This design comes from an exercise in tuning for small area, a short achievable clock period and few clock cycles per item on the open sky130 flow, not from production work. The RTL was checked by simulation tests, not by an equivalence proof against the original design.

==> design.v <==
package cordic_pkg;
    typedef struct packed {
        logic valid;
        logic neg;
        logic err;
    } stage_ctrl_t;
    function automatic longint pi_q(input int unsigned width);
        pi_q = (width == 22) ? 64'sd13176795 : 64'sd0;
    endfunction
    function automatic longint half_pi_q(input int unsigned width);
        half_pi_q = (width == 22) ? 64'sd6588397 : 64'sd0;
    endfunction
    function automatic longint k_q(input int unsigned width);
        k_q = (width == 22) ? 64'sd2547003 : 64'sd0;
    endfunction
    function automatic longint atan_q(input int unsigned i, input int unsigned width);
        longint r;
        case (i)
            0:       r = 64'sd3294199;
            1:       r = 64'sd1944679;
            2:       r = 64'sd1027515;
            3:       r = 64'sd521583;
            4:       r = 64'sd261803;
            5:       r = 64'sd131029;
            6:       r = 64'sd65531;
            7:       r = 64'sd32767;
            8:       r = 64'sd16384;
            9:       r = 64'sd8192;
            10:      r = 64'sd4096;
            11:      r = 64'sd2048;
            12:      r = 64'sd1024;
            13:      r = 64'sd512;
            14:      r = 64'sd256;
            15:      r = 64'sd128;
            16:      r = 64'sd64;
            17:      r = 64'sd32;
            18:      r = 64'sd16;
            19:      r = 64'sd8;
            20:      r = 64'sd4;
            21:      r = 64'sd2;
            22:      r = 64'sd1;
            default: r = 64'sd0;
        endcase
        atan_q = (width == 22) ? r : 64'sd0;
    endfunction
    function automatic int unsigned first_iter(input int unsigned s, input int unsigned iterations,
                                               input int unsigned stages);
        int unsigned base;
        int unsigned rem;
        base = iterations / stages;
        rem  = iterations % stages;
        first_iter = s * base + ((s < rem) ? s : rem);
    endfunction
    function automatic logic [63:0] unpack_mag(input logic [31:0] f, input int unsigned width);
        logic [63:0] m;
        int          rsh;
        m   = 64'({1'b1, f[22:0]}) << 24;
        rsh = 174 - int'(width) - int'(f[30:23]);
        if (f[30:23] == 8'd0 || rsh >= 64) unpack_mag = '0;
        else if (rsh <= 0)                 unpack_mag = m;
        else                               unpack_mag = m >> rsh;
    endfunction
    function automatic logic [31:0] pack_float(input logic [63:0] v, input int unsigned width);
        logic [63:0] mag;
        logic [31:0] f;
        int          p;
        mag = v[63] ? -v : v;
        f   = '0;
        p   = -1;
        for (int i = 0; i < 64; i++) begin
            if (mag[i]) p = i;
        end
        if (p >= 0) begin
            f[31]    = v[63];
            f[30:23] = 8'(p - int'(width) + 127);
            if (p >= 23) f[22:0] = 23'(mag >> (p - 23));
            else         f[22:0] = 23'(mag << (23 - p));
        end
        pack_float = f;
    endfunction
endpackage
module cordic_stage
#(
    parameter int unsigned WIDTH = 22,
    parameter int unsigned LO    = 0,
    parameter int unsigned HI    = 1,
    parameter int unsigned TAG_W = 4
) (
    input  logic                   clk,
    input  logic                   reset,
    input  logic                   advance,
    input  logic [2:0]             in_ctrl,     
    input  logic signed [WIDTH+1:0] in_x,
    input  logic signed [WIDTH+1:0] in_y,
    input  logic signed [WIDTH+1:0] in_z,
    input  logic [TAG_W-1:0]       in_tag,
    output logic [2:0]             out_ctrl,    
    output logic signed [WIDTH+1:0] out_x,
    output logic signed [WIDTH+1:0] out_y,
    output logic signed [WIDTH+1:0] out_z,
    output logic [TAG_W-1:0]       out_tag
);
    localparam int unsigned DW = WIDTH + 2;
    localparam int unsigned NI = HI - LO;
    logic signed [DW-1:0] x_c, y_c, z_c, xs, ys;
    always_comb begin
        x_c = in_x;
        y_c = in_y;
        z_c = in_z;
        xs  = '0;
        ys  = '0;
        for (int i = 0; i < int'(NI); i++) begin
            xs = x_c >>> (int'(LO) + i);
            ys = y_c >>> (int'(LO) + i);
            if (z_c[DW-1]) begin
                x_c = x_c + ys;
                y_c = y_c - xs;
                z_c = z_c + $signed(DW'(cordic_pkg::atan_q(LO + i, WIDTH)));
            end else begin
                x_c = x_c - ys;
                y_c = y_c + xs;
                z_c = z_c - $signed(DW'(cordic_pkg::atan_q(LO + i, WIDTH)));
            end
        end
    end
    always_ff @(posedge clk) begin
        if (reset) begin
            out_ctrl <= '0;
            out_x    <= '0;
            out_y    <= '0;
            out_z    <= '0;
            out_tag  <= '0;
        end else if (advance) begin
            out_ctrl <= in_ctrl;
            out_x    <= x_c;
            out_y    <= y_c;
            out_z    <= z_c;
            out_tag  <= in_tag;
        end
    end
endmodule
module cordic_sincos_pipe
#(
    parameter int unsigned WIDTH      = 22,
    parameter int unsigned ITERATIONS = 16,
    parameter int unsigned STAGES     = 8,
    parameter int unsigned TAG_W      = 4
) (
    input  logic             clk,
    input  logic             reset,
    input  logic             clk_en,
    input  logic             in_valid,
    output logic             in_ready,
    input  logic [31:0]      angle,
    input  logic [TAG_W-1:0] in_tag,
    output logic             out_valid,
    input  logic             out_ready,
    output logic [31:0]      sin_out,
    output logic [31:0]      cos_out,
    output logic             out_err,
    output logic [TAG_W-1:0] out_tag
);
    logic advance;
    assign advance  = clk_en & (~out_valid | out_ready);
    assign in_ready = advance & ~reset;
    logic [7:0]  e_a;
    logic [23:0] mag_a;
    logic        err_a, fold_a, d0_a;
    always_comb begin
        e_a   = angle[30:23];
        mag_a  = (e_a >= 8'd105 && e_a <= 8'd128) ? ({1'b1, angle[22:0]} >> 5'(8'd128 - e_a)) : 24'd0;
        err_a  = (e_a >= 8'd129) || (e_a == 8'd128 && angle[22:0] > 23'h490FDB);    
        fold_a = (e_a == 8'd128) || (e_a == 8'd127 && angle[22:1] > 22'h2487ED);    
        d0_a   = fold_a ? (angle[31] || (e_a == 8'd128 && angle[22:0] == 23'h490FDB))
                        : (!angle[31] || e_a < 8'd105);
    end
    logic             v_r0, err_r0, neg_r0, d0_r0;
    logic [23:0]      mag_r0;
    logic [TAG_W-1:0] tag_r0;
    always_ff @(posedge clk) begin
        if (reset)        v_r0 <= 1'b0;
        else if (advance) v_r0 <= in_valid & in_ready;
        if (advance) begin
            err_r0 <= err_a; neg_r0 <= fold_a; d0_r0 <= d0_a; mag_r0 <= mag_a; tag_r0 <= in_tag;
        end
    end
    logic [22:0] z1_s1;
    always_comb begin
        case ({neg_r0, d0_r0})
            2'b01:   z1_s1 = 23'(mag_r0 - 24'd3294199);
            2'b00:   z1_s1 = 23'(24'd3294199 - mag_r0);
            2'b11:   z1_s1 = 23'(24'd9882596 - mag_r0);
            default: z1_s1 = 23'(mag_r0 - 24'd9882596);
        endcase
    end
    logic [21:0] z2_s1;
    assign z2_s1 = !z1_s1[22] ? 22'(z1_s1[21:0] - 22'd1944679) : 22'(z1_s1[21:0] + 22'd1944679);
    logic [20:0] z3_s1;
    assign z3_s1 = !z2_s1[21] ? 21'(z2_s1[20:0] - 21'd1027515) : 21'(z2_s1[20:0] + 21'd1027515);
    logic             v_r1, err_r1, neg_r1;
    logic [TAG_W-1:0] tag_r1;
    logic d0_r1;
    logic d1_r1;
    logic d2_r1;
    logic [20:0] z_r1;
    always_ff @(posedge clk) begin
        if (reset)        v_r1 <= 1'b0;
        else if (advance) v_r1 <= v_r0;
        if (advance) begin
            err_r1 <= err_r0; neg_r1 <= neg_r0; tag_r1 <= tag_r0;
            d0_r1 <= d0_r0;
            d1_r1 <= !z1_s1[22];
            d2_r1 <= !z2_s1[21];
            z_r1 <= z3_s1;
        end
    end
    logic [19:0] z4_s2;
    assign z4_s2 = !z_r1[20] ? 20'(z_r1[19:0] - 20'd521583) : 20'(z_r1[19:0] + 20'd521583);
    logic [18:0] z5_s2;
    assign z5_s2 = !z4_s2[19] ? 19'(z4_s2[18:0] - 19'd261803) : 19'(z4_s2[18:0] + 19'd261803);
    logic [17:0] z6_s2;
    assign z6_s2 = !z5_s2[18] ? 18'(z5_s2[17:0] - 18'd131029) : 18'(z5_s2[17:0] + 18'd131029);
    logic [23:0] x4_s2;
    logic [22:0] y4_s2;
    always_comb begin
        case ({!z_r1[20], d2_r1, d1_r1, d0_r1})
            4'd0: begin x4_s2 = 24'hfcf6b7; y4_s2 = 23'h403d0d; end
            4'd1: begin x4_s2 = 24'h3fc2f4; y4_s2 = 23'h7cf6b9; end
            4'd2: begin x4_s2 = 24'h312ffe; y4_s2 = 23'h575066; end
            4'd3: begin x4_s2 = 24'h28af9a; y4_s2 = 23'h312fff; end
            4'd4: begin x4_s2 = 24'h1b538c; y4_s2 = 23'h464f9d; end
            4'd5: begin x4_s2 = 24'h39b063; y4_s2 = 23'h1b538e; end
            4'd6: begin x4_s2 = 24'h3e8c0c; y4_s2 = 23'h733f68; end
            4'd7: begin x4_s2 = 24'h0cc097; y4_s2 = 23'h3e8c0a; end
            4'd8: begin x4_s2 = 24'h0cc097; y4_s2 = 23'h4173f5; end
            4'd9: begin x4_s2 = 24'h3e8c0a; y4_s2 = 23'h0cc097; end
            4'd10: begin x4_s2 = 24'h39b064; y4_s2 = 23'h64ac72; end
            4'd11: begin x4_s2 = 24'h1b538e; y4_s2 = 23'h39b063; end
            4'd12: begin x4_s2 = 24'h28af9a; y4_s2 = 23'h4ed001; end
            4'd13: begin x4_s2 = 24'h312fff; y4_s2 = 23'h28af9a; end
            4'd14: begin x4_s2 = 24'h3fc2f6; y4_s2 = 23'h030948; end
            4'd15: begin x4_s2 = 24'hfcf6b9; y4_s2 = 23'h3fc2f4; end
            default: begin x4_s2 = '0; y4_s2 = '0; end
        endcase
    end
    logic [23:0] x5_s2;
    logic [22:0] y5_s2;
    cs_addsub #(24) u_x5_s2 (.a(x4_s2), .b(24'($signed(y4_s2) >>> 4)), .sub(!z4_s2[19]), .s(x5_s2));
    cs_addsub #(23) u_y5_s2 (.a(y4_s2), .b(23'($signed(x4_s2) >>> 4)), .sub(!(!z4_s2[19])), .s(y5_s2));
    logic             v_r2, err_r2, neg_r2;
    logic [TAG_W-1:0] tag_r2;
    logic d5_r2;
    logic [17:0] z_r2;
    logic [23:0] x_r2;
    logic [22:0] y_r2;
    always_ff @(posedge clk) begin
        if (reset)        v_r2 <= 1'b0;
        else if (advance) v_r2 <= v_r1;
        if (advance) begin
            err_r2 <= err_r1; neg_r2 <= neg_r1; tag_r2 <= tag_r1;
            d5_r2 <= !z5_s2[18];
            z_r2 <= z6_s2;
            x_r2 <= x5_s2;
            y_r2 <= y5_s2;
        end
    end
    logic [16:0] z7_s3;
    assign z7_s3 = !z_r2[17] ? 17'(z_r2[16:0] - 17'd65531) : 17'(z_r2[16:0] + 17'd65531);
    logic [15:0] z8_s3;
    assign z8_s3 = !z7_s3[16] ? 16'(z7_s3[15:0] - 16'd32767) : 16'(z7_s3[15:0] + 16'd32767);
    logic [23:0] x6_s3;
    logic [22:0] y6_s3;
    cs_addsub #(24) u_x6_s3 (.a(x_r2), .b(24'($signed(y_r2) >>> 5)), .sub(d5_r2), .s(x6_s3));
    cs_addsub #(23) u_y6_s3 (.a(y_r2), .b(23'($signed(x_r2) >>> 5)), .sub(!(d5_r2)), .s(y6_s3));
    logic [23:0] x7_s3;
    logic [22:0] y7_s3;
    cs_addsub #(24) u_x7_s3 (.a(x6_s3), .b(24'($signed(y6_s3) >>> 6)), .sub(!z_r2[17]), .s(x7_s3));
    cs_addsub #(23) u_y7_s3 (.a(y6_s3), .b(23'($signed(x6_s3) >>> 6)), .sub(!(!z_r2[17])), .s(y7_s3));
    logic [23:0] x8_s3;
    logic [22:0] y8_s3;
    cs_addsub #(24) u_x8_s3 (.a(x7_s3), .b(24'($signed(y7_s3) >>> 7)), .sub(!z7_s3[16]), .s(x8_s3));
    cs_addsub #(23) u_y8_s3 (.a(y7_s3), .b(23'($signed(x7_s3) >>> 7)), .sub(!(!z7_s3[16])), .s(y8_s3));
    logic             v_r3, err_r3, neg_r3;
    logic [TAG_W-1:0] tag_r3;
    logic [15:0] z_r3;
    logic [23:0] x_r3;
    logic [22:0] y_r3;
    always_ff @(posedge clk) begin
        if (reset)        v_r3 <= 1'b0;
        else if (advance) v_r3 <= v_r2;
        if (advance) begin
            err_r3 <= err_r2; neg_r3 <= neg_r2; tag_r3 <= tag_r2;
            z_r3 <= z8_s3;
            x_r3 <= x8_s3;
            y_r3 <= y8_s3;
        end
    end
    logic [23:0] x9_s4;
    logic [22:0] y9_s4;
    cs_addsub #(24) u_x9_s4 (.a(x_r3), .b(24'($signed(y_r3) >>> 8)), .sub(!z_r3[15]), .s(x9_s4));
    cs_addsub #(23) u_y9_s4 (.a(y_r3), .b(23'($signed(x_r3) >>> 8)), .sub(!(!z_r3[15])), .s(y9_s4));
    logic [23:0] x10_s4;
    logic [22:0] y10_s4;
    cs_addsub #(24) u_x10_s4 (.a(x9_s4), .b(24'($signed(y9_s4) >>> 9)), .sub(z_r3[14]), .s(x10_s4));
    cs_addsub #(23) u_y10_s4 (.a(y9_s4), .b(23'($signed(x9_s4) >>> 9)), .sub(!(z_r3[14])), .s(y10_s4));
    logic [23:0] x11_s4;
    logic [22:0] y11_s4;
    cs_addsub #(24) u_x11_s4 (.a(x10_s4), .b(24'($signed(y10_s4) >>> 10)), .sub(z_r3[13]), .s(x11_s4));
    cs_addsub #(23) u_y11_s4 (.a(y10_s4), .b(23'($signed(x10_s4) >>> 10)), .sub(!(z_r3[13])), .s(y11_s4));
    logic             v_r4, err_r4, neg_r4;
    logic [TAG_W-1:0] tag_r4;
    logic [15:0] z_r4;
    logic [23:0] x_r4;
    logic [22:0] y_r4;
    always_ff @(posedge clk) begin
        if (reset)        v_r4 <= 1'b0;
        else if (advance) v_r4 <= v_r3;
        if (advance) begin
            err_r4 <= err_r3; neg_r4 <= neg_r3; tag_r4 <= tag_r3;
            z_r4 <= z_r3;
            x_r4 <= x11_s4;
            y_r4 <= y11_s4;
        end
    end
    logic [23:0] x12_s5;
    logic [22:0] y12_s5;
    cs_addsub #(24) u_x12_s5 (.a(x_r4), .b(24'($signed(y_r4) >>> 11)), .sub(z_r4[12]), .s(x12_s5));
    cs_addsub #(23) u_y12_s5 (.a(y_r4), .b(23'($signed(x_r4) >>> 11)), .sub(!(z_r4[12])), .s(y12_s5));
    logic [23:0] x13_s5;
    logic [22:0] y13_s5;
    cs_addsub #(24) u_x13_s5 (.a(x12_s5), .b(24'($signed(y12_s5) >>> 12)), .sub(z_r4[11]), .s(x13_s5));
    cs_addsub #(23) u_y13_s5 (.a(y12_s5), .b(23'($signed(x12_s5) >>> 12)), .sub(!(z_r4[11])), .s(y13_s5));
    logic [23:0] x14_s5;
    logic [22:0] y14_s5;
    cs_addsub #(24) u_x14_s5 (.a(x13_s5), .b(24'($signed(y13_s5) >>> 13)), .sub(z_r4[10]), .s(x14_s5));
    cs_addsub #(23) u_y14_s5 (.a(y13_s5), .b(23'($signed(x13_s5) >>> 13)), .sub(!(z_r4[10])), .s(y14_s5));
    logic             v_r5, err_r5, neg_r5;
    logic [TAG_W-1:0] tag_r5;
    logic [15:0] z_r5;
    logic [23:0] x_r5;
    logic [22:0] y_r5;
    always_ff @(posedge clk) begin
        if (reset)        v_r5 <= 1'b0;
        else if (advance) v_r5 <= v_r4;
        if (advance) begin
            err_r5 <= err_r4; neg_r5 <= neg_r4; tag_r5 <= tag_r4;
            z_r5 <= z_r4;
            x_r5 <= x14_s5;
            y_r5 <= y14_s5;
        end
    end
    logic [23:0] x15_s6;
    logic [22:0] y15_s6;
    cs_addsub #(24) u_x15_s6 (.a(x_r5), .b(24'($signed(y_r5) >>> 14)), .sub(z_r5[9]), .s(x15_s6));
    cs_addsub #(23) u_y15_s6 (.a(y_r5), .b(23'($signed(x_r5) >>> 14)), .sub(!(z_r5[9])), .s(y15_s6));
    logic [23:0] x16_s6;
    logic [22:0] y16_s6;
    cs_addsub #(24) u_x16_s6 (.a(x15_s6), .b(24'($signed(y15_s6) >>> 15)), .sub(z_r5[8]), .s(x16_s6));
    cs_addsub #(23) u_y16_s6 (.a(y15_s6), .b(23'($signed(x15_s6) >>> 15)), .sub(!(z_r5[8])), .s(y16_s6));
    logic             v_r6, err_r6, neg_r6;
    logic [TAG_W-1:0] tag_r6;
    logic [15:0] z_r6;
    logic [22:0] ax, ay;
    logic        sx, sy;
    always_comb begin
        ax = x16_s6[23] ? 23'(-x16_s6) : 23'(x16_s6);
        ay = y16_s6[22] ? 23'(-y16_s6) : 23'(y16_s6);
        sx = x16_s6[23] ^ neg_r5;
        sy = y16_s6[22] ^ neg_r5;
    end
    function automatic logic [31:0] pack(input logic sgn, input logic [22:0] a);
        logic [31:0] f;
        f = '0;
        for (int p = 0; p < 23; p++) begin
            if (a[p]) begin
                f[31]    = sgn;
                f[30:23] = 8'(p + 105);
                f[22:0]  = 23'(a << (23 - p));
            end
        end
        pack = f;
    endfunction
    logic [22:0] ax_r, ay_r;
    logic        sx_r, sy_r;
    always_ff @(posedge clk) begin
        if (reset)        v_r6 <= 1'b0;
        else if (advance) v_r6 <= v_r5;
        if (advance) begin
            err_r6 <= err_r5; tag_r6 <= tag_r5;
            ax_r <= err_r5 ? 23'd0 : ax;
            ay_r <= err_r5 ? 23'd0 : ay;
            sx_r <= sx; sy_r <= sy;
        end
    end
    assign cos_out = pack(sx_r, ax_r);
    assign sin_out = pack(sy_r, ay_r);
    assign out_valid = v_r6;
    assign out_err   = err_r6;
    assign out_tag   = tag_r6;
endmodule
module cs_addsub #(parameter int unsigned W = 24) (
    input  logic [W-1:0] a,
    input  logic [W-1:0] b,
    input  logic         sub,
    output logic [W-1:0] s
);
    logic [W:0] t;
    assign t = {a, 1'b1} + {b ^ {W{sub}}, sub};
    assign s = t[W:1];
endmodule
==> run.sh <==
#!/bin/bash
# synth_recipe.tcl (not shown) runs the flow's synth.tcl, then flattens the netlist and writes it again
# the make line also repeats each setting of config.mk as NAME=value (left out here)
make -C /OpenROAD-flow-scripts/flow DESIGN_CONFIG=/design/flow/config.mk WORK_HOME=/design/flow/orfs CLKGATE_MAP_FILE= SYNTH_SCRIPT=/design/flow/synth_recipe.tcl finish
==> config.mk <==
export PLATFORM = sky130hd
export DESIGN_NAME = cordic_sincos_pipe
export DESIGN_NICKNAME = cordic_sincos_pipe
export VERILOG_FILES = /design/flow/design.v
export SDC_FILE = /design/flow/constraint.sdc
export NUM_CORES = 4
export LEC_CHECK = 0
export ABC_AREA = 1
export CAP_MARGIN = 20
export CORE_MARGIN = 2
export CORE_UTILIZATION = 40
export SLEW_MARGIN = 20
==> constraint.sdc <==
create_clock -name core_clock -period 18.0 [get_ports {clk}]
set_input_delay 3.6000 -clock core_clock [delete_from_list [all_inputs] [get_ports {clk}]]
set_output_delay 3.6000 -clock core_clock [all_outputs]
set_load 0.01 [all_outputs]
==> results.json, run 1 <==
{
  "vias": 56769,
  "register_area_um2": 10900,
  "synthCells": 8321,
  "synth_edf_count": 359,
  "postLayoutSetupSlackWorst_ns": 9.14,
  "yosysSeqAreaShare": 0.191,
  "crit_slowest_cell": "o21ai_1",
  "wl_per_cell_um": 17.9,
  "worstPathArrival_ns": 5.26,
  "place_worst_setup_slack_ns": 9.14,
  "grt_usage": 0.241,
  "hp-class": "flip-flop to flip-flop",
  "nets": 9022,
  "instances_no_fill": 10250,
  "overflow": 0,
  "relSlewSlack": 0.305,
  "postCtsSetupBuffers": 0,
  "totalWireLength_um": 183000,
  "synth_area_um2": 57300,
  "fp.coreArea_um2": 142000,
  "crit_chain": "clkdlybuf4s50_1, o21ai_1, nor2_1, clkdlybuf4s50_1",
  "dp_cells": 10166,
  "antenna_found_initial": 2,
  "clock_latency_ns": 0.65,
  "multi_input_area_um2": 41800,
  "drt.antenna.violating_nets": 0,
  "die_w_um": 382,
  "cts_tree": "yes",
  "cts.htree.levels": 2,
  "cts-resized-gates": 0,
  "postLayoutCoreUtil": 0.435,
  "endpoint_kind": "output pin",
  "finalMaxSlewViolations": 0,
  "grt_start_max_net_pins": 164,
  "min_path_cells": 0,
  "status": "no timing/DRC/antenna violations",
  "top_usage_layer": "met2",
  "root_buffer": "clkbuf_16",
  "setup_viol": 0,
  "layout.cells.most_common": "nand2_1",
  "holdPathEnd": "z_r4[9]$_DFFE_PP_",
  "setup_tns_ns": 0,
  "critPathMaxFanout": 10,
  "period_share": 0.492,
  "final_cell_mix": "nand2_1 (1,780), inv_1 (929), a21oi_1 (832)",
  "grt_pass1_vias": 53412,
  "clockBufferDepth": 3,
  "die_area_um2": 146000,
  "drt_iter0_drc": 4647,
  "cpPeakStageDelay_ns": 0.66,
  "dieHeight_um": 382,
  "maxCapViolCount": 0,
  "grt.met2_usage": 0.409,
  "r2r-start": "z_r4[12]$_DFFE_PP_",
  "fill_cells": 14731,
  "grt_pass1_wl_um": 289000,
  "fin_skew_ns": 0.0567,
  "synth-seq-cells": 366,
  "max_freq_mhz": 113,
  "dp_hpwl_um": 150000,
  "rsz0062_at_grt": "false",
  "cts_buffers": 46,
  "syn_to_final_growth_pct": 7.63,
  "numClockSinks": 366,
  "synth.distinct_cells": 76,
  "cts.hold.buffers_added": 0,
  "grt.met3_usage": 0.0204,
  "io_pins": 112,
  "drtPass1Iterations": 6,
  "antenna_cells": 0,
  "cp_common_cell": "clkdlybuf4s50_1",
  "grt_use_met1": 0.326,
  "hold_violations": 0,
  "start_util": 0.404,
  "rows": 138,
  "path_clk_slew_ns": 0.07,
  "drive_above_1_share": 0.0325,
  "worstHoldStart": "z_r3[9]$_DFFE_PP_",
  "drcViolationCount": 0,
  "synthFlopType": "edfxtp_1",
  "crit_path_start_kind": "primary input",
  "port_buffers": 107,
  "async_flop_share": 0,
  "ys_warn_count": 1,
  "ff2ff_path_depth": 46,
  "syn_area_per_cell_um2": 6.88,
  "min_period_ns": 8.86,
  "viasPerCell": 5.54,
  "reg2reg_to": "x_r5[22]$_DFFE_PP_",
  "path_class": "primary input to output pin",
  "place_congestion": 0.962,
  "cp_data_required_time_ns": 14.40,
  "tightest_slew_ns": 1.04,
  "r2r_slack_ns": 9.23
}
## metrics by stage
step	area, µm²	hold slack [ns]
final	61600	0.410
after global routing	61600	0.425
after CTS	61600	0.414
after detailed placement	60100	0.406
after global placement	60100	0.403
after floorplan	57300	0.400
## Yosys cell counts, types with 41 or more instances
cell type / number / share of area
a21o_1: 49 / 0.0064
a21oi_1: 832 / 0.073
a221oi_1: 62 / 0.0095
a31oi_1: 79 / 0.0086
clkbuf_1: 119 / 0.0078
edfxtp_1: 359 / 0.19
ha_1: 653 / 0.14
inv_1: 931 / 0.061
nand2_1: 1780 / 0.12
nand3_1: 419 / 0.037
nand4_1: 96 / 0.010
nor2_1: 600 / 0.039
nor3_1: 125 / 0.011
o211ai_1: 59 / 0.0077
o21ai_0: 493 / 0.043
o21ai_1: 50 / 0.0044
o21bai_1: 47 / 0.0062
o221ai_1: 78 / 0.012
o22ai_1: 41 / 0.0045
xnor2_1: 247 / 0.038
xor2_1: 695 / 0.11
## layer usage
layer	part of all wire	vias to the layer above
met5	0	-
met4	0.026	0
met3	0.047	276
met2	0.46	1563
met1	0.46	26325
li1	-	28605
## registers in the layout (all words and copies together), names as in the netlist, 2 cells and up
signal  count
ax_r       23
ay_r       23
mag_r0     23
tag_r0      4
tag_r1      4
tag_r2      4
tag_r3      4
tag_r4      4
tag_r5      4
tag_r6      4
x_r2       24
x_r3       24
x_r4       24
x_r5       24
y_r2       23
y_r3       23
y_r4       23
y_r5       23
z_r1       21
z_r2       18
z_r3        8
z_r4        5
z_r5        2
## kinds of logic (layout without fill, tap and decap cells)
family                   count (synthesis)  after routing  synth area share
AND/OR/NAND/NOR                       3184           3184             0.235
adder cells (fa/ha/maj)                656            656             0.144
buffers and inverters                 1166           1202            0.0789
multiplexers                             4              4          0.000699
other                                    1              4         0.0000655
AO/OA/AOI/OAI                         1996           1996             0.205
XOR/XNOR                               948            948             0.146
flip-flops                             366            366             0.191
## layout make-up
type	instances	share of cell area
multi-input cells	6792	0.679
flip-flops and latches	366	0.177
inverters	983	0.0600
well taps	1890	0.0384
repair buffers	136	0.0212
clock buffers	51	0.0193
clock inverters	32	0.00510
## worst max-delay path by stage
stage	start	end	slack [ns]	depth (start not counted)
finish	out_ready	in_ready	9.14	4
global route	z_r4[12]$_DFFE_PP_	x_r5[22]$_DFFE_PP_	8.38	46
CTS	out_ready	in_ready	9.14	4
detailed placement	out_ready	in_ready	9.14	4
global placement	out_ready	in_ready	9.16	4
floorplan	out_ready	ax_r[0]$_SDFFCE_PP0P_	6.52	2
## worst max-delay path, delay by kind of cell
family                 cells  cell delay (ns)
AOI/OAI and AO/OA          1             0.66
buffers and inverters      2             0.91
and+or+nand+nor            1             0.08
Testbench counts, summed over its fixed seeds: cycles 32,056, items 32,000.
==> inputs of run 2 (changes only) <==
--- a/design.v
+++ b/design.v
@@ -404,7 +404,26 @@
     input  logic         sub,
     output logic [W-1:0] s
 );
-    logic [W:0] t;
-    assign t = {a, 1'b1} + {b ^ {W{sub}}, sub};
-    assign s = t[W:1];
+    localparam int N  = W + 1;       
+    localparam int LG = (N > 32) ? 6 : (N > 16) ? 5 : (N > 8) ? 4 : 3;
+    logic [N-1:0] g, p, g0, p0;
+    always_comb begin
+        g0[0] = sub;
+        p0[0] = 1'b0;
+        for (int i = 0; i < W; i++) begin
+            g0[i+1] = a[i] & (b[i] ^ sub);
+            p0[i+1] = a[i] ^ (b[i] ^ sub);
+        end
+        g = g0;
+        p = p0;
+        for (int k = 0; k < LG; k++) begin
+            for (int i = 0; i < N; i++) begin
+                if (((i >> k) & 1) == 1) begin
+                    g[i] = g[i] | (p[i] & g[((i >> k) << k) - 1]);
+                    p[i] = p[i] & p[((i >> k) << k) - 1];
+                end
+            end
+        end
+        for (int i = 0; i < W; i++) s[i] = p0[i+1] ^ g[i];
+    end
 endmodule
==> flow/run.sh (new file) <==
#!/bin/bash
# Standard ORFS layout (the standard.sh, standard synthesis unchanged), with
# timing repair asked to leave more setup slack than the clock needs, so that
# the layout reaches a shorter achieved period. The clock and constraints are
# the design's own (constraint.sdc is not touched).
set -euo pipefail
bash standard.sh SETUP_SLACK_MARGIN=10.5 finish > run_standard.log 2>&1
==> standard.sh (new file) <==
#!/bin/bash
# synth_recipe.tcl (not shown) runs the flow's synth.tcl, then flattens the netlist and writes it again
# the make line also repeats each setting of config.mk as NAME=value (left out here)
make -C /OpenROAD-flow-scripts/flow DESIGN_CONFIG=/design/flow/config.mk WORK_HOME=/design/flow/orfs CLKGATE_MAP_FILE= SYNTH_SCRIPT=/design/flow/synth_recipe.tcl "${@:-finish}"
removed: run.sh
==> run 2 against run 1 <==
Die area down 7.0%. Routed wire length down 18%. Design area down 4.6%. Non-clock buffer count up 101. Global-route usage down 2.9 points. Worst setup slack better by 1.3 ns. Via count down 13%.
==> results.json, run 2 <==
{
  "status": "no timing/DRC/antenna violations",
  "synth.distinct_cells": 80,
  "tightest_slew_ns": 1.01,
  "worstHoldStart": "tag_r3[1]$_DFFE_PP_",
  "rows": 133,
  "layout.cells.most_common": "nand2_1",
  "multi_input_area_um2": 37700,
  "cts_tree": "yes",
  "maxCapViolCount": 0,
  "fin_skew_ns": 0.0272,
  "endpoint_kind": "output pin",
  "totalWireLength_um": 149000,
  "fill_cells": 13437,
  "worstPathArrival_ns": 3.99,
  "antenna_found_initial": 4,
  "yosysSeqAreaShare": 0.205,
  "r2r_slack_ns": 10.90,
  "ys_top_cells_by_area": "edfxtp_1 (20%), ha_1 (15%), nand2_1 (12%), xor2_1 (8.8%), inv_1 (7.9%)",
  "fp.coreArea_um2": 132000,
  "hp-class": "flip-flop to flip-flop",
  "clockBufferDepth": 3,
  "async_flop_share": 0,
  "synthTopCellsByCount": "nand2_1 (1,648), inv_1 (1,114), ha_1 (646)",
  "viasPerCell": 5.28,
  "synth_area_um2": 53200,
  "drtPass1Iterations": 8,
  "place_congestion": 0.945,
  "synth-seq-cells": 366,
  "synth_top_area_cell": "edfxtp_1",
  "drive_above_1_share": 0.0588,
  "synth_top_area_share": 0.203,
  "final_cell_mix": "nand2_1 (1,646), inv_1 (1,100), ha_1 (646)",
  "clock_latency_ns": 0.63,
  "grt_pass1_vias": 46229,
  "grt_pass1_wl_um": 238000,
  "postLayoutCoreUtil": 0.446,
  "numClockSinks": 366,
  "register_area_um2": 10900,
  "hold_violations": 0,
  "vias": 49553,
  "cts.hold.buffers_added": 0,
  "min_path_cells": 0,
  "syn_area_per_cell_um2": 7.13,
  "critPathMaxFanout": 2,
  "path_class": "primary input to output pin",
  "max_freq_mhz": 132,
  "setup_viol": 0,
  "setup_tns_ns": 0,
  "cts.htree.levels": 2,
  "ys_warn_count": 3,
  "synth_edf_count": 359,
  "finalMaxSlewViolations": 0,
  "nets": 8370,
  "path_clk_slew_ns": 0.05,
  "place_worst_setup_slack_ns": 9.54,
  "dp_hpwl_um": 120000,
  "rsz0062_at_grt": "true",
  "crit_path_start_kind": "primary input",
  "die_w_um": 369,
  "synthFlopType": "edfxtp_1",
  "io_pins": 112,
  "hold_ws_ns": 0.415,
  "syn_to_final_growth_pct": 10.5,
  "drt.antenna.violating_nets": 0,
  "overflow": 0,
  "grt_usage": 0.212,
  "synthCells": 7466,
  "r2r-start": "d0_r0$_DFFE_PP_",
  "start_util": 0.404,
  "cts_buffers": 47,
  "postLayoutSetupSlackWorst_ns": 10.41,
  "min_period_ns": 7.59,
  "ff2ff_path_depth": 34,
  "wl_per_cell_um": 15.9,
  "port_buffers": 107,
  "period_share": 0.422,
  "cp_data_required_time_ns": 14.40,
  "post-synth-top-count-cell": "nand2_1",
  "drt_iter0_drc": 3574,
  "relSlewSlack": 0.325,
  "holdPathEnd": "tag_r4[1]$_DFFE_PP_",
  "grt_start_max_net_pins": 79,
  "die_area_um2": 136000,
  "dieHeight_um": 369,
  "reg2reg_to": "z_r1[19]$_DFFE_PP_",
  "root_buffer": "clkbuf_16",
  "drcViolationCount": 0
}
[run 2: cell count changes in the layout (fill, tap and decap cells not counted), sizes merged, moves of 61 or more]
cell / before / now
nor2: 632 / 538
nand2: 1819 / 1703
xnor2: 251 / 190
o21ai: 560 / 350
xor2: 697 / 534
inv: 970 / 1124
fa: 3 / 98
buf: 29 / 130
a21oi: 838 / 552
[run 2: layout make-up]
class / count / area share
Antenna cell: 4 / 0.000170
Clock buffer: 57 / 0.0210
Clock inverter: 30 / 0.00381
Inverter: 1146 / 0.0740
Multi-Input combinational cell: 5787 / 0.642
Sequential cell: 366 / 0.186
Tap cell: 1755 / 0.0373
Timing Repair Buffer: 237 / 0.0363
[run 2: metrics by stage]
stage,std cells,cell area (µm²)
2_1_floorplan,7469,53200
3_3_place_gp,9201,56100
3_5_place_dp,9201,56100
4_1_cts,9297,57700
5_1_grt,9382,58800
6_report,9382,58800
[run 2: how the worst max path moves through the flow]
stage,slack (ns),start,end,depth (start not counted)
CTS,10.21,out_ready,in_ready,4
global route,10.31,mag_r0[3]$_SDFFCE_PN0P_,z_r1[19]$_DFFE_PP_,41
detailed placement,9.54,out_ready,in_ready,4
finish,10.41,out_ready,in_ready,4
floorplan,8.30,out_ready,ax_r[0]$_SDFFCE_PP0P_,2
global placement,9.54,out_ready,in_ready,4
[run 2: critical path, stage by stage]
cell and delay, ns:
buf_6 0.09, o21ai_4 0.11, nor2_1 0.05, buf_2 0.13
[run 2: kinds of logic (layout without fill, tap and decap cells)]
| kind of cell | after synthesis | count (layout) | synth area share |
|---|---|---|---|
| flip-flops | 366 | 366 | 0.205 |
| other | 1 | 8 | 0.0000705 |
| buffers and inverters | 1316 | 1470 | 0.0946 |
| AO/OA/AOI/OAI | 1398 | 1398 | 0.159 |
| adder cells (fa/ha/maj) | 744 | 744 | 0.189 |
| multiplexers | 5 | 5 | 0.000940 |
| AND/OR/NAND/NOR | 2910 | 2910 | 0.231 |
| XOR/XNOR | 726 | 726 | 0.120 |
[run 2: timing repair]
action | 4_1_cts | 5_1_grt
pin swaps | 2 | 22
endpoints found under the setup margin | 48 | 108
gates resized for setup | 31 | 101
gates cloned | 0 | 1
buffers inserted | 9 | 79
endpoints found under the hold margin | 0 | 0
[run 2: layer usage]
layer	vias up	global-route usage	part of all wire
met2	1263	0.366	0.47
met3	250	0.0220	0.048
li1	25229	-	-
met1	22811	0.276	0.45
met4	0	0.0688	0.030
met5	-	0	0
Testbench counts of run 2, summed over its fixed seeds: cycles 32,056, items 32,000.
==> inputs of run 3 (changes only) <==
--- a/design.v
+++ b/design.v
@@ -220,36 +220,79 @@
     assign z5_s2 = !z4_s2[19] ? 19'(z4_s2[18:0] - 19'd261803) : 19'(z4_s2[18:0] + 19'd261803);
     logic [17:0] z6_s2;
     assign z6_s2 = !z5_s2[18] ? 18'(z5_s2[17:0] - 18'd131029) : 18'(z5_s2[17:0] + 18'd131029);
-    logic [23:0] x4_s2;
-    logic [22:0] y4_s2;
+    logic [23:0] x6_s2;
+    logic [22:0] y6_s2;
     always_comb begin
-        case ({!z_r1[20], d2_r1, d1_r1, d0_r1})
-            4'd0: begin x4_s2 = 24'hfcf6b7; y4_s2 = 23'h403d0d; end
-            4'd1: begin x4_s2 = 24'h3fc2f4; y4_s2 = 23'h7cf6b9; end
-            4'd2: begin x4_s2 = 24'h312ffe; y4_s2 = 23'h575066; end
-            4'd3: begin x4_s2 = 24'h28af9a; y4_s2 = 23'h312fff; end
-            4'd4: begin x4_s2 = 24'h1b538c; y4_s2 = 23'h464f9d; end
-            4'd5: begin x4_s2 = 24'h39b063; y4_s2 = 23'h1b538e; end
-            4'd6: begin x4_s2 = 24'h3e8c0c; y4_s2 = 23'h733f68; end
-            4'd7: begin x4_s2 = 24'h0cc097; y4_s2 = 23'h3e8c0a; end
-            4'd8: begin x4_s2 = 24'h0cc097; y4_s2 = 23'h4173f5; end
-            4'd9: begin x4_s2 = 24'h3e8c0a; y4_s2 = 23'h0cc097; end
-            4'd10: begin x4_s2 = 24'h39b064; y4_s2 = 23'h64ac72; end
-            4'd11: begin x4_s2 = 24'h1b538e; y4_s2 = 23'h39b063; end
-            4'd12: begin x4_s2 = 24'h28af9a; y4_s2 = 23'h4ed001; end
-            4'd13: begin x4_s2 = 24'h312fff; y4_s2 = 23'h28af9a; end
-            4'd14: begin x4_s2 = 24'h3fc2f6; y4_s2 = 23'h030948; end
-            4'd15: begin x4_s2 = 24'hfcf6b9; y4_s2 = 23'h3fc2f4; end
-            default: begin x4_s2 = '0; y4_s2 = '0; end
+        case ({!z5_s2[18], !z4_s2[19], !z_r1[20], d2_r1, d1_r1, d0_r1})
+            6'd0: begin x6_s2 = 24'hf6fdf4; y6_s2 = 23'h40a5ce; end
+            6'd1: begin x6_s2 = 24'h3f5a33; y6_s2 = 23'h76fdf8; end
+            6'd2: begin x6_s2 = 24'h2d46ef; y6_s2 = 23'h52c83f; end
+            6'd3: begin x6_s2 = 24'h2d37c1; y6_s2 = 23'h2d46f2; end
+            6'd4: begin x6_s2 = 24'h15dd58; y6_s2 = 23'h43dca1; end
+            6'd5: begin x6_s2 = 24'h3c235f; y6_s2 = 23'h15dd5c; end
+            6'd6: begin x6_s2 = 24'h3d3ab7; y6_s2 = 23'h6d68a8; end
+            6'd7: begin x6_s2 = 24'h129757; y6_s2 = 23'h3d3ab7; end
+            6'd8: begin x6_s2 = 24'h06dd15; y6_s2 = 23'h40612e; end
+            6'd9: begin x6_s2 = 24'h3f9ed1; y6_s2 = 23'h06dd17; end
+            6'd10: begin x6_s2 = 24'h3703b6; y6_s2 = 23'h5f5193; end
+            6'd11: begin x6_s2 = 24'h20ae6d; y6_s2 = 23'h3703b7; end
+            6'd12: begin x6_s2 = 24'h23fec2; y6_s2 = 23'h4b1824; end
+            6'd13: begin x6_s2 = 24'h34e7dc; y6_s2 = 23'h23fec4; end
+            6'd14: begin x6_s2 = 24'h3febf2; y6_s2 = 23'h7d0d7d; end
+            6'd15: begin x6_s2 = 24'h02f284; y6_s2 = 23'h3febf2; end
+            6'd16: begin x6_s2 = 24'hfef34a; y6_s2 = 23'h4004e1; end
+            6'd17: begin x6_s2 = 24'h3ffb20; y6_s2 = 23'h7ef34c; end
+            6'd18: begin x6_s2 = 24'h328e13; y6_s2 = 23'h58c58e; end
+            6'd19: begin x6_s2 = 24'h273a72; y6_s2 = 23'h328e14; end
+            6'd20: begin x6_s2 = 24'h1d2eb9; y6_s2 = 23'h470d61; end
+            6'd21: begin x6_s2 = 24'h38f29f; y6_s2 = 23'h1d2ebb; end
+            6'd22: begin x6_s2 = 24'h3f1157; y6_s2 = 23'h752d68; end
+            6'd23: begin x6_s2 = 24'h0ad297; y6_s2 = 23'h3f1155; end
+            6'd24: begin x6_s2 = 24'h0ebb57; y6_s2 = 23'h41bab4; end
+            6'd25: begin x6_s2 = 24'h3e454b; y6_s2 = 23'h0ebb57; end
+            6'd26: begin x6_s2 = 24'h3aa7d8; y6_s2 = 23'h666c4c; end
+            6'd27: begin x6_s2 = 24'h1993b4; y6_s2 = 23'h3aa7d7; end
+            6'd28: begin x6_s2 = 24'h2a4d71; y6_s2 = 23'h4ffce6; end
+            6'd29: begin x6_s2 = 24'h30031a; y6_s2 = 23'h2a4d71; end
+            6'd30: begin x6_s2 = 24'h3fca8d; y6_s2 = 23'h0508e4; end
+            6'd31: begin x6_s2 = 24'hfaf71c; y6_s2 = 23'h3fca8b; end
+            6'd32: begin x6_s2 = 24'hfaf71a; y6_s2 = 23'h403576; end
+            6'd33: begin x6_s2 = 24'h3fca8b; y6_s2 = 23'h7af71c; end
+            6'd34: begin x6_s2 = 24'h300319; y6_s2 = 23'h55b28f; end
+            6'd35: begin x6_s2 = 24'h2a4d71; y6_s2 = 23'h30031a; end
+            6'd36: begin x6_s2 = 24'h1993b2; y6_s2 = 23'h455829; end
+            6'd37: begin x6_s2 = 24'h3aa7d7; y6_s2 = 23'h1993b4; end
+            6'd38: begin x6_s2 = 24'h3e454d; y6_s2 = 23'h7144a8; end
+            6'd39: begin x6_s2 = 24'h0ebb57; y6_s2 = 23'h3e454b; end
+            6'd40: begin x6_s2 = 24'h0ad297; y6_s2 = 23'h40eeaa; end
+            6'd41: begin x6_s2 = 24'h3f1155; y6_s2 = 23'h0ad297; end
+            6'd42: begin x6_s2 = 24'h38f2a0; y6_s2 = 23'h62d145; end
+            6'd43: begin x6_s2 = 24'h1d2ebb; y6_s2 = 23'h38f29f; end
+            6'd44: begin x6_s2 = 24'h273a72; y6_s2 = 23'h4d71ec; end
+            6'd45: begin x6_s2 = 24'h328e14; y6_s2 = 23'h273a72; end
+            6'd46: begin x6_s2 = 24'h3ffb22; y6_s2 = 23'h010cb5; end
+            6'd47: begin x6_s2 = 24'hfef34c; y6_s2 = 23'h3ffb20; end
+            6'd48: begin x6_s2 = 24'h02f284; y6_s2 = 23'h40140f; end
+            6'd49: begin x6_s2 = 24'h3febf2; y6_s2 = 23'h02f284; end
+            6'd50: begin x6_s2 = 24'h34e7dd; y6_s2 = 23'h5c013c; end
+            6'd51: begin x6_s2 = 24'h23fec4; y6_s2 = 23'h34e7dc; end
+            6'd52: begin x6_s2 = 24'h20ae6d; y6_s2 = 23'h48fc49; end
+            6'd53: begin x6_s2 = 24'h3703b7; y6_s2 = 23'h20ae6d; end
+            6'd54: begin x6_s2 = 24'h3f9ed5; y6_s2 = 23'h7922e8; end
+            6'd55: begin x6_s2 = 24'h06dd17; y6_s2 = 23'h3f9ed1; end
+            6'd56: begin x6_s2 = 24'h129759; y6_s2 = 23'h42c548; end
+            6'd57: begin x6_s2 = 24'h3d3ab7; y6_s2 = 23'h129757; end
+            6'd58: begin x6_s2 = 24'h3c2362; y6_s2 = 23'h6a22a4; end
+            6'd59: begin x6_s2 = 24'h15dd5c; y6_s2 = 23'h3c235f; end
+            6'd60: begin x6_s2 = 24'h2d37c3; y6_s2 = 23'h52b90e; end
+            6'd61: begin x6_s2 = 24'h2d46f2; y6_s2 = 23'h2d37c1; end
+            6'd62: begin x6_s2 = 24'h3f5a37; y6_s2 = 23'h09020a; end
+            6'd63: begin x6_s2 = 24'hf6fdf8; y6_s2 = 23'h3f5a33; end
+            default: begin x6_s2 = '0; y6_s2 = '0; end
         endcase
     end
-    logic [23:0] x5_s2;
-    logic [22:0] y5_s2;
-    cs_addsub #(24) u_x5_s2 (.a(x4_s2), .b(24'($signed(y4_s2) >>> 4)), .sub(!z4_s2[19]), .s(x5_s2));
-    cs_addsub #(23) u_y5_s2 (.a(y4_s2), .b(23'($signed(x4_s2) >>> 4)), .sub(!(!z4_s2[19])), .s(y5_s2));
     logic             v_r2, err_r2, neg_r2;
     logic [TAG_W-1:0] tag_r2;
-    logic d5_r2;
     logic [17:0] z_r2;
     logic [23:0] x_r2;
     logic [22:0] y_r2;
@@ -258,24 +301,19 @@
         else if (advance) v_r2 <= v_r1;
         if (advance) begin
             err_r2 <= err_r1; neg_r2 <= neg_r1; tag_r2 <= tag_r1;
-            d5_r2 <= !z5_s2[18];
             z_r2 <= z6_s2;
-            x_r2 <= x5_s2;
-            y_r2 <= y5_s2;
+            x_r2 <= x6_s2;
+            y_r2 <= y6_s2;
         end
     end
     logic [16:0] z7_s3;
     assign z7_s3 = !z_r2[17] ? 17'(z_r2[16:0] - 17'd65531) : 17'(z_r2[16:0] + 17'd65531);
     logic [15:0] z8_s3;
     assign z8_s3 = !z7_s3[16] ? 16'(z7_s3[15:0] - 16'd32767) : 16'(z7_s3[15:0] + 16'd32767);
-    logic [23:0] x6_s3;
-    logic [22:0] y6_s3;
-    cs_addsub #(24) u_x6_s3 (.a(x_r2), .b(24'($signed(y_r2) >>> 5)), .sub(d5_r2), .s(x6_s3));
-    cs_addsub #(23) u_y6_s3 (.a(y_r2), .b(23'($signed(x_r2) >>> 5)), .sub(!(d5_r2)), .s(y6_s3));
     logic [23:0] x7_s3;
     logic [22:0] y7_s3;
-    cs_addsub #(24) u_x7_s3 (.a(x6_s3), .b(24'($signed(y6_s3) >>> 6)), .sub(!z_r2[17]), .s(x7_s3));
-    cs_addsub #(23) u_y7_s3 (.a(y6_s3), .b(23'($signed(x6_s3) >>> 6)), .sub(!(!z_r2[17])), .s(y7_s3));
+    cs_addsub #(24) u_x7_s3 (.a(x_r2), .b(24'($signed(y_r2) >>> 6)), .sub(!z_r2[17]), .s(x7_s3));
+    cs_addsub #(23) u_y7_s3 (.a(y_r2), .b(23'($signed(x_r2) >>> 6)), .sub(!(!z_r2[17])), .s(y7_s3));
     logic [23:0] x8_s3;
     logic [22:0] y8_s3;
     cs_addsub #(24) u_x8_s3 (.a(x7_s3), .b(24'($signed(y7_s3) >>> 7)), .sub(!z7_s3[16]), .s(x8_s3));
@@ -363,7 +401,7 @@
     logic [22:0] ax, ay;
     logic        sx, sy;
     always_comb begin
-        ax = x16_s6[23] ? 23'(-x16_s6) : 23'(x16_s6);
+        ax = x16_s6[23] ? {16'd0, 7'(-x16_s6[6:0])} : 23'(x16_s6);
         ay = y16_s6[22] ? 23'(-y16_s6) : 23'(y16_s6);
         sx = x16_s6[23] ^ neg_r5;
         sy = y16_s6[22] ^ neg_r5;
--- a/config.mk
+++ b/config.mk
@@ -8,5 +8,6 @@
 export ABC_AREA = 1
 export CAP_MARGIN = 20
 export CORE_MARGIN = 2
-export CORE_UTILIZATION = 40
+export CORE_UTILIZATION = 65
+export PLACE_DENSITY = 0.75
 export SLEW_MARGIN = 20
==> run 3 against run 2 <==
Synthesized cell count decreased by 3.4%. Flip-flop and latch count decreased by 2. Non-clock buffer count decreased by 39. Count of clock-buffer cells in the layout decreased by 8. Synthesized area decreased by 5.3%. Routed wire length increased by 1.3%. Critical path type unchanged. Critical endpoint unchanged.
==> results.json, run 3 <==
{
  "status": "no timing/DRC/antenna violations",
  "reg_top3": "x_r3 x24, x_r4 x24, x_r5 x24",
  "drt_iter0_drc": 5280,
  "worstPathArrival_ns": 4.00,
  "yosysSeqAreaShare": 0.215,
  "hp-class": "flip-flop to flip-flop",
  "drcViolationCount": 0,
  "drt.antenna.violating_nets": 0,
  "grt.met2_usage": 0.613,
  "synth_area_um2": 50400,
  "ys_top_cells_by_area": "edfxtp_1 (21%), ha_1 (14%), nand2_1 (12%), inv_1 (7.7%), xor2_1 (7.4%)",
  "relSlewSlack": 0.271,
  "syn_to_final_growth_pct": 8.99,
  "grt_pass1_vias": 46165,
  "root_buffer": "clkbuf_16",
  "place_congestion": 1.11,
  "io_pins": 112,
  "dieHeight_um": 282,
  "synth.distinct_cells": 72,
  "post-synth-top-count-cell": "nand2_1",
  "crit_chain": "buf_6, o21ai_4, nor2_1, buf_2",
  "cts_buffers": 44,
  "synth-xor-area-share": 0.103,
  "wl_per_cell_um": 18.2,
  "die_area_um2": 79800,
  "synth-seq-cells": 364,
  "drtPass1Iterations": 9,
  "synth_edf_count": 357,
  "setup_viol": 0,
  "finalMaxSlewViolations": 0,
  "crit_slowest_cell": "buf_2",
  "overflow": 0,
  "path_class": "primary input to output pin",
  "antenna_found_initial": 3,
  "maxCapViolCount": 0,
  "nets": 7940,
  "clock_latency_ns": 0.60,
  "grt.met3_usage": 0.0567,
  "final_cell_mix": "nand2_1 (1,596), inv_1 (1,020), ha_1 (551)",
  "muxShareOfSynthArea": 0.000993,
  "endpoint_kind": "output pin",
  "numClockSinks": 364,
  "cp_data_required_time_ns": 14.40,
  "viasPerCell": 6.08,
  "async_flop_share": 0,
  "start_util": 0.654,
  "synth_top_area_share": 0.213,
  "setup_tns_ns": 0,
  "grt_start_max_net_pins": 88,
  "ff2ff_path_depth": 52,
  "grt_usage": 0.364,
  "ys_warn_count": 3,
  "min_period_ns": 7.60,
  "die_w_um": 282,
  "synthCells": 7211,
  "cts.hold.buffers_added": 0,
  "synth_top_family_by_area": "simple AND/OR/NAND/NOR gates",
  "port_buffers": 107,
  "synth_top_area_cell": "edfxtp_1",
  "synthAdderAreaFrac": 0.171,
  "period_share": 0.422,
  "crit_path_start_kind": "primary input",
  "syn_area_per_cell_um2": 6.99,
  "synthFlopType": "edfxtp_1",
  "synth_compound_area_frac": 0.178,
  "cts.htree.levels": 2,
  "path_clk_slew_ns": 0.06,
  "drive_above_1_share": 0.0605,
  "top_usage_layer": "met2",
  "synth_simple_gate_area_frac": 0.235,
  "tightest_slew_ns": 1.09,
  "layout.cells.most_common": "nand2_1",
  "max_freq_mhz": 132,
  "totalWireLength_um": 152000,
  "synthTopCellsByCount": "nand2_1 (1,635), inv_1 (1,038), ha_1 (556)",
  "fin_skew_ns": 0.0347,
  "cpPeakStageDelay_ns": 0.13,
  "hold_violations": 0,
  "hold_ws_ns": 0.407,
  "min_path_cells": 0,
  "antenna_cells": 0,
  "rows": 102,
  "clockBufferDepth": 3,
  "fin_area_um2": 54900,
  "grt_use_met1": 0.457,
  "vias": 50627,
  "critPathMaxFanout": 2,
  "grt_pass1_wl_um": 236000,
  "cts_tree": "yes",
  "fp.coreArea_um2": 77100,
  "rsz0062_at_grt": "true",
  "dp_hpwl_um": 115000,
  "placed_area_um2": 52300
}
-- run 3: path summary, 6_finish.rpt --
path                        endpoint          startpoint  slack (ns)
hold / removal      err_r5$_DFFE_PP_    err_r4$_DFFE_PP_        0.41
hold reg to reg     err_r5$_DFFE_PP_    err_r4$_DFFE_PP_        0.41
setup / recovery            in_ready           out_ready       10.40
setup reg to reg  y_r4[16]$_DFFE_PP_  z_r3[15]$_DFFE_PP_       10.72
-- run 3: final cells by class --
| cell class | count | area [µm²] |
|---|---|---|
| fill | 6462 | 22200 |
| inverter | 1077 | 4070 |
| clock buffer | 49 | 1140 |
| sequential | 364 | 10900 |
| tap | 1040 | 1300 |
| timing repair buffer | 198 | 1880 |
| clock inverter | 29 | 324 |
| multi-input combinational | 5576 | 35400 |
-- run 3: what timing repair did --
item                                    in CTS  in global routing
buffers inserted                             5                 44
pin swaps                                    4                 49
gates cloned                                 0                  3
endpoints found under the setup margin      39                 94
gates resized for setup                     30                163
-- run 3: logic make-up after synthesis --
group                    after synthesis
multiplexers                           5
buffers and inverters               1274
adder cells (fa/ha/maj)              638
AO/OA/AOI/OAI                       1490
AND/OR/NAND/NOR                     2848
other                                  1
flip-flops                           364
XOR/XNOR                             591
-- run 3: metal layers --
layer  part of all wire  routed length, µm
met1               0.40              60600
met5            0.00026                 40
met3              0.081              12300
met4              0.055               8380
met2               0.46              70200
-- run 3: critical path: cells and delay by family --
kind / cells / cell delay [ns]
simple gates: 1 / 0.06
compound gates: 1 / 0.12
buf+inv: 2 / 0.23
-- run 3: metrics by stage --
stage	cells	setup slack (ns)	utilization
after floorplan	7214	8.33	-
after global routing	8333	10.13	0.713
after global placement	8203	9.54	0.678
after CTS	8286	10.29	0.699
final	8333	10.40	0.713
after detailed placement	8203	9.53	0.678
Testbench counts of run 3, summed over its fixed seeds: cycles 32,056, items 32,000.
==> inputs of run 4 (changes only) <==
==> flow/run.sh (replaced) <==
#!/bin/bash
# Standard ORFS layout (the standard.sh, standard synthesis unchanged), with
# timing repair asked to leave more setup slack than the clock needs, so that
# the layout reaches a shorter achieved period, and the port buffers made from
# buf_2 instead of the default clkdlybuf4s50_1. The clock and constraints are
# the design's own (constraint.sdc is not touched); every port still gets a
# buffer.
set -euo pipefail
export BUFFER_PORTS_ARGS="-buffer_cell sky130_fd_sc_hd__buf_2"
bash standard.sh SETUP_SLACK_MARGIN=10.5 finish > run_standard.log 2>&1
--- a/config.mk
+++ b/config.mk
@@ -8,6 +8,7 @@
 export ABC_AREA = 1
 export CAP_MARGIN = 20
 export CORE_MARGIN = 2
-export CORE_UTILIZATION = 65
-export PLACE_DENSITY = 0.75
+export CORE_UTILIZATION = 55
+export CTS_BUF_LIST = sky130_fd_sc_hd__clkbuf_4 sky130_fd_sc_hd__clkbuf_8
+export PLACE_DENSITY = 0.68
 export SLEW_MARGIN = 20
==> run 4 against run 3 <==
Synthesized area is the same. Core utilization down 12 points. Sequential share of layout area rose by 0.15 points. Via count down 3.1%. Fmax is 0.24% higher.
==> results.json, run 4 <==
{
  "status": "no timing/DRC/antenna violations",
  "ys_top_cells_by_area": "edfxtp_1 (21%), ha_1 (14%), nand2_1 (12%), inv_1 (7.7%), xor2_1 (7.4%)",
  "grt_start_max_net_pins": 150,
  "worstHoldStart": "neg_r2$_DFFE_PP_",
  "cp-startpoint": "out_ready",
  "endpoint_kind": "output pin",
  "rows": 111,
  "period_share": 0.421,
  "post-synth-top-count-cell": "nand2_1",
  "async_flop_share": 0,
  "worstPathArrival_ns": 3.98,
  "hold_violations": 0,
  "start_util": 0.552,
  "dieHeight_um": 307,
  "path_clk_slew_ns": 0.05,
  "place_worst_setup_slack_ns": 10.04,
  "synth_edf_count": 357,
  "fin_area_um2": 54500,
  "drcViolationCount": 0,
  "totalWireLength_um": 148000,
  "reg_top3": "x_r3 x24, x_r4 x24, x_r5 x24",
  "drt_iter0_drc": 4507,
  "crit_slowest_cell": "buf_2",
  "ff2ff_path_depth": 49,
  "cts.htree.levels": 3,
  "synth_top_area_share": 0.213,
  "antenna_found_initial": 1,
  "crit_family": "buffers and inverters",
  "synth-seq-cells": 364,
  "hp-class": "flip-flop to flip-flop",
  "synth_top_area_cell": "edfxtp_1",
  "r2r-start": "z_r3[15]$_DFFE_PP_",
  "die_area_um2": 94100,
  "finalMaxSlewViolations": 0,
  "numClockSinks": 364,
  "nets": 7970,
  "drive_above_1_share": 0.0779,
  "synthTopCellsByCount": "nand2_1 (1,635), inv_1 (1,038), ha_1 (556)",
  "postLayoutSetupSlackWorst_ns": 10.42,
  "synthFlopType": "edfxtp_1",
  "relSlewSlack": 0.319,
  "maxCapViolCount": 0,
  "cp_data_required_time_ns": 14.40,
  "viasPerCell": 5.75,
  "dp_cells": 8346,
  "cp_num_cells": 4,
  "instances_no_fill": 8530,
  "crit_chain": "buf_6, o21ai_4, nor2_1, buf_2",
  "grt_usage": 0.303,
  "drt.antenna.violating_nets": 0,
  "rsz0062_at_grt": "true",
  "fp.coreArea_um2": 91200,
  "tightest_slew_ns": 1.02,
  "vias": 49048,
  "path_class": "primary input to output pin",
  "clockBufferDepth": 3,
  "min_path_cells": 0,
  "synthCells": 7211,
  "place_congestion": 1.02,
  "setup_viol": 0,
  "hold_ws_ns": 0.413,
  "layout.cells.most_common": "nand2_1",
  "grt_pass1_vias": 44989,
  "final_cell_mix": "nand2_1 (1,598), inv_1 (1,027), ha_1 (554)",
  "wl_per_cell_um": 17.4,
  "register_area_um2": 10900,
  "drtPass1Iterations": 8,
  "cts_buffers": 69,
  "placed_area_um2": 51900,
  "fin_skew_ns": 0.0486,
  "max_freq_mhz": 132,
  "io_pins": 112,
  "postLayoutCoreUtil": 0.598,
  "dp_hpwl_um": 114000,
  "syn_to_final_growth_pct": 8.19,
  "min_period_ns": 7.58,
  "critPathMaxFanout": 2,
  "synth.distinct_cells": 72,
  "syn_area_per_cell_um2": 6.99,
  "crit_path_start_kind": "primary input",
  "path_buf_inv": 2,
  "ys_warn_count": 3,
  "synth_area_um2": 50400,
  "root_buffer": "clkbuf_8",
  "clock_latency_ns": 0.70,
  "port_buffers": 107,
  "overflow": 0,
  "cpPeakStageDelay_ns": 0.13,
  "die_w_um": 307,
  "grt_pass1_wl_um": 233000,
  "setup_tns_ns": 0,
  "cts_tree": "yes",
  "yosysSeqAreaShare": 0.215,
  "multi_input_area_um2": 35400,
  "fill_cells": 8564,
  "cts.hold.buffers_added": 0
}
[run 4: worst reg2reg max path: cells and delay by family (launching register included)]
kind	cells	cell delay, ns
and+or+nand+nor	25	2.11
adders and majority gates	4	1.31
DFF	1	0.44
AOI/OAI and AO/OA	7	1.34
buffers and inverters	7	0.80
xor gates and xnor gates	6	1.01
[run 4: what timing repair did]
action,CTS,global route
gates cloned,1,4
pin swaps,2,42
endpoints found under the setup margin,24,79
gates resized for setup,13,146
endpoints found under the hold margin,0,0
setup buffers,1,54
[run 4: per-layer routing]
layer,GRT usage,vias up,part of all wire
met5,0,-,0
met4,0.115,0,0.039
met3,0.0406,391,0.066
met2,0.506,1893,0.46
met1,0.399,22300,0.43
li1,-,24464,-
[run 4: worst paths after layout]
| kind | endpoint | slack [ns] |
|---|---|---|
| worst max register to register | x_r4[16]$_DFFE_PP_ | 10.78 |
| worst max-delay path | in_ready | 10.42 |
| worst min register to register | neg_r3$_DFFE_PP_ | 0.41 |
| worst min-delay path | neg_r3$_DFFE_PP_ | 0.41 |
[run 4: final cells by class]
| cell class | count | area share |
|---|---|---|
| Clock inverter | 40 | 0.00569 |
| Antenna cell | 1 | 0.0000459 |
| Multi-Input combinational cell | 5578 | 0.648 |
| Sequential cell | 364 | 0.199 |
| Clock buffer | 83 | 0.0196 |
| Inverter | 1077 | 0.0745 |
| Timing Repair Buffer | 201 | 0.0255 |
| Tap cell | 1186 | 0.0272 |
[run 4: kinds of logic after synthesis]
kind of cell               share of synthesized area
AOI/OAI and AO/OA                              0.178
xor gates and xnor gates                       0.103
adders and majority gates                      0.171
buffers and inverters                         0.0967
DFF                                            0.215
muxes                                       0.000993
other                                      0.0000744
and+or+nand+nor                                0.235

## re-timing with driven ports
No port has a modelled driver above. Below, the same layouts with a new extraction and two added sets of constraints.
Step 1, drivers: a clkbuf_16 drives clk and a buf_2 each remaining input, both assumed.
Step 2 adds t to the input delays and takes it off the output delays; t is the mean of the earliest and latest rising clock arrival at the registers after step 1. Input paths then give back, and output paths get back, about the clock's delay inside the block.
a / b / c = ideal / step 1 / step 2; a / b = the first two.
run	shift t [ns]	setup WS [ns]	hold slack, ns	worst slew at a driven data input, ns
run 1	0.703	9.144 / 9.121 / 9.121	0.410 / 0.410 / 0.410	0.07
run 2	0.690	10.407 / 10.374 / 10.358	0.415 / 0.415 / 0.415	0.09
run 3	0.655	10.397 / 10.364 / 10.364	0.407 / 0.407 / 0.407	0.04
run 4	0.737	10.415 / 10.382 / 10.382	0.413 / 0.413 / 0.413	0.05
After both steps every run listed still meets setup and hold. The setup slack of run 2, which loses most, moves by -0.033 ns with the drivers and by -0.049 ns with both steps.
